Background: an optimization exercise with open tools, aiming at small area, a short achievable clock period and few clock cycles per item. Do not read the settings as production practice. The RTL was checked by simulation tests, not by an equivalence proof against the original design. Power is estimated from default activity; no workload was simulated.

== zinc ==
// rv_multicycle_core
module rv_multicycle_core #(
  parameter int unsigned     XLEN     = 32,
  parameter int unsigned     NREGS    = 32,
  parameter logic [XLEN-1:0] PC_RESET = '0
) (
  input  logic            clk,
  input  logic            reset,
  output logic            imem_req,
  output logic [XLEN-1:0] imem_addr,
  input  logic            imem_rvalid,
  input  logic [31:0]     imem_rdata,
  input  logic [4:0]      dbg_addr,
  output logic [XLEN-1:0] dbg_data,
  output logic            retire,
  output logic            zero_f,
  output logic            halt
);
clock: 7.0 ns
lec_check: 0
cap_margin: 20
cell_pad_in_sites_detail_placement: 2
cell_pad_in_sites_global_placement: 2
core_margin: 2
core_utilization: 40
cts_cluster_diameter: 60
cts_cluster_size: 30
setup_slack_margin: 2.0
slew_margin: 20
run.sh (not shown) runs the stock make flow with config.mk's settings and CLKGATE_MAP_FILE= SYNTH_SCRIPT=/design/flow/synth_recipe.tcl, a recipe that flattens the netlist after the stock synthesis.
Testbench counts of zinc, summed over its fixed seeds: cycles 4,589, instrs 3,200.
Setup changes, zinc to yarrow
# zinc
export LEC_CHECK = 0
export CAP_MARGIN = 20
export CELL_PAD_IN_SITES_DETAIL_PLACEMENT = 2
export CELL_PAD_IN_SITES_GLOBAL_PLACEMENT = 2
export CORE_MARGIN = 2
export CORE_UTILIZATION = 40
export CTS_CLUSTER_DIAMETER = 60
export CTS_CLUSTER_SIZE = 30
export SETUP_SLACK_MARGIN = 2.0
export SLEW_MARGIN = 20
create_clock -name core_clock -period 7.0 [get_ports {clk}]
# yarrow
export LEC_CHECK = 0
export CAP_MARGIN = 20
export CELL_PAD_IN_SITES_DETAIL_PLACEMENT = 2
export CELL_PAD_IN_SITES_GLOBAL_PLACEMENT = 2
export CORE_MARGIN = 2
export CORE_UTILIZATION = 30
export CTS_CLUSTER_DIAMETER = 60
export CTS_CLUSTER_SIZE = 30
export SETUP_SLACK_MARGIN = 2.5
export SLEW_MARGIN = 20
create_clock -name core_clock -period 7.0 [get_ports {clk}]
[summary]
Setup WNS zinc -> yarrow: better. Going from zinc to yarrow, the combinational power was found to have gone up by about 6%. Relative to zinc, the vertical die dimension of yarrow is higher by 15%. Half-perimeter wire length of the detailed placement result went up by a few percent going from zinc to yarrow.
Relative to yarrow, the following input files were edited for fjord:
# yarrow
export LEC_CHECK = 0
export CAP_MARGIN = 20
export CELL_PAD_IN_SITES_DETAIL_PLACEMENT = 2
export CELL_PAD_IN_SITES_GLOBAL_PLACEMENT = 2
export CORE_MARGIN = 2
export CORE_UTILIZATION = 30
export CTS_CLUSTER_DIAMETER = 60
export CTS_CLUSTER_SIZE = 30
export SETUP_SLACK_MARGIN = 2.5
export SLEW_MARGIN = 20
create_clock -name core_clock -period 7.0 [get_ports {clk}]
# fjord
export LEC_CHECK = 0
export CAP_MARGIN = 20
export CELL_PAD_IN_SITES_DETAIL_PLACEMENT = 2
export CELL_PAD_IN_SITES_GLOBAL_PLACEMENT = 2
export CORE_MARGIN = 2
export CORE_UTILIZATION = 30
export SETUP_SLACK_MARGIN = 2.5
export SLEW_MARGIN = 20
export CTS_ARGS = -sink_clustering_enable -repair_clock_nets -sink_clustering_size 30 -sink_clustering_max_diameter 60 -dont_use_dummy_load
create_clock -name core_clock -period 7.0 [get_ports {clk}]
==> flow/flow/run.sh (new file) <==
#!/bin/bash
# The standard layout (standard.sh) with one change: clock tree synthesis runs without
# dummy loads. Everything else, synthesis included, is the standard flow with config.mk's knobs.
set -euo pipefail
cat >> config.mk <<'EOT'
export CTS_ARGS = -sink_clustering_enable -repair_clock_nets -sink_clustering_size 30 -sink_clustering_max_diameter 60 -dont_use_dummy_load
EOT
bash standard.sh > standard.log 2>&1
==> flow/standard.sh (new file) <==
#!/bin/bash
# synth_recipe.tcl (not shown) runs the flow's synth.tcl, then flattens the netlist and writes it again
# the make line also repeats each setting of config.mk as NAME=value (left out here)
make -C /OpenROAD-flow-scripts/flow DESIGN_CONFIG=/design/flow/config.mk WORK_HOME=/design/flow/orfs CLKGATE_MAP_FILE= SYNTH_SCRIPT=/design/flow/synth_recipe.tcl "${@:-finish}"
removed: flow/run.sh
Notes after the runs:
The final report for fjord shows a completed flow and a layout that fails verification, specifically capacitance limit, slew limit.
On net count reported at finish, yarrow and fjord are basically level.
Multi-input gate share of the layout cell area in fjord vs yarrow: up 0.80 points
[fjord] number of buffers and inverters on the critical path fell 1 relative to yarrow
Wire length of the first global-routing pass: higher on fjord
yarrow -> fjord: row count delta 0, exact match
NOTE number of non-clock buffers in the layout yarrow->fjord increased slightly
Against yarrow as the reference, fjord delivers a higher sequential share of layout area.
Re power density over the cells: yarrow was higher than fjord.

[static timing again, ports no longer ideal]
No port has a modelled driver above. Below, the same layouts with a new extraction and two added sets of constraints. Step 1, drivers: a clkbuf_16 drives clk and a buf_2 each remaining input, both assumed. Step 2, shift: input delay + t, output delay - t, t = (earliest + latest rising clock arrival at the registers) / 2. This alone moves slack from input paths to output paths. Slacks: no drivers / after step 1 / after step 2; pairs: no drivers / after step 1.
run | shift t [ns] | setup slack, ns | latest minus earliest clock arrival (ns)
zinc | 0.866 | 1.688 / 1.754 / 0.888 | 0.104 / 0.104
yarrow | 0.905 | 2.010 / 1.933 / 1.502 | 0.110 / 0.110
fjord | 0.865 | 2.008 / 1.878 / 1.534 | 0.173 / 0.173
For zinc, which loses most, drivers alone change the setup slack by +0.066 ns; drivers and shift together by -0.800 ns.
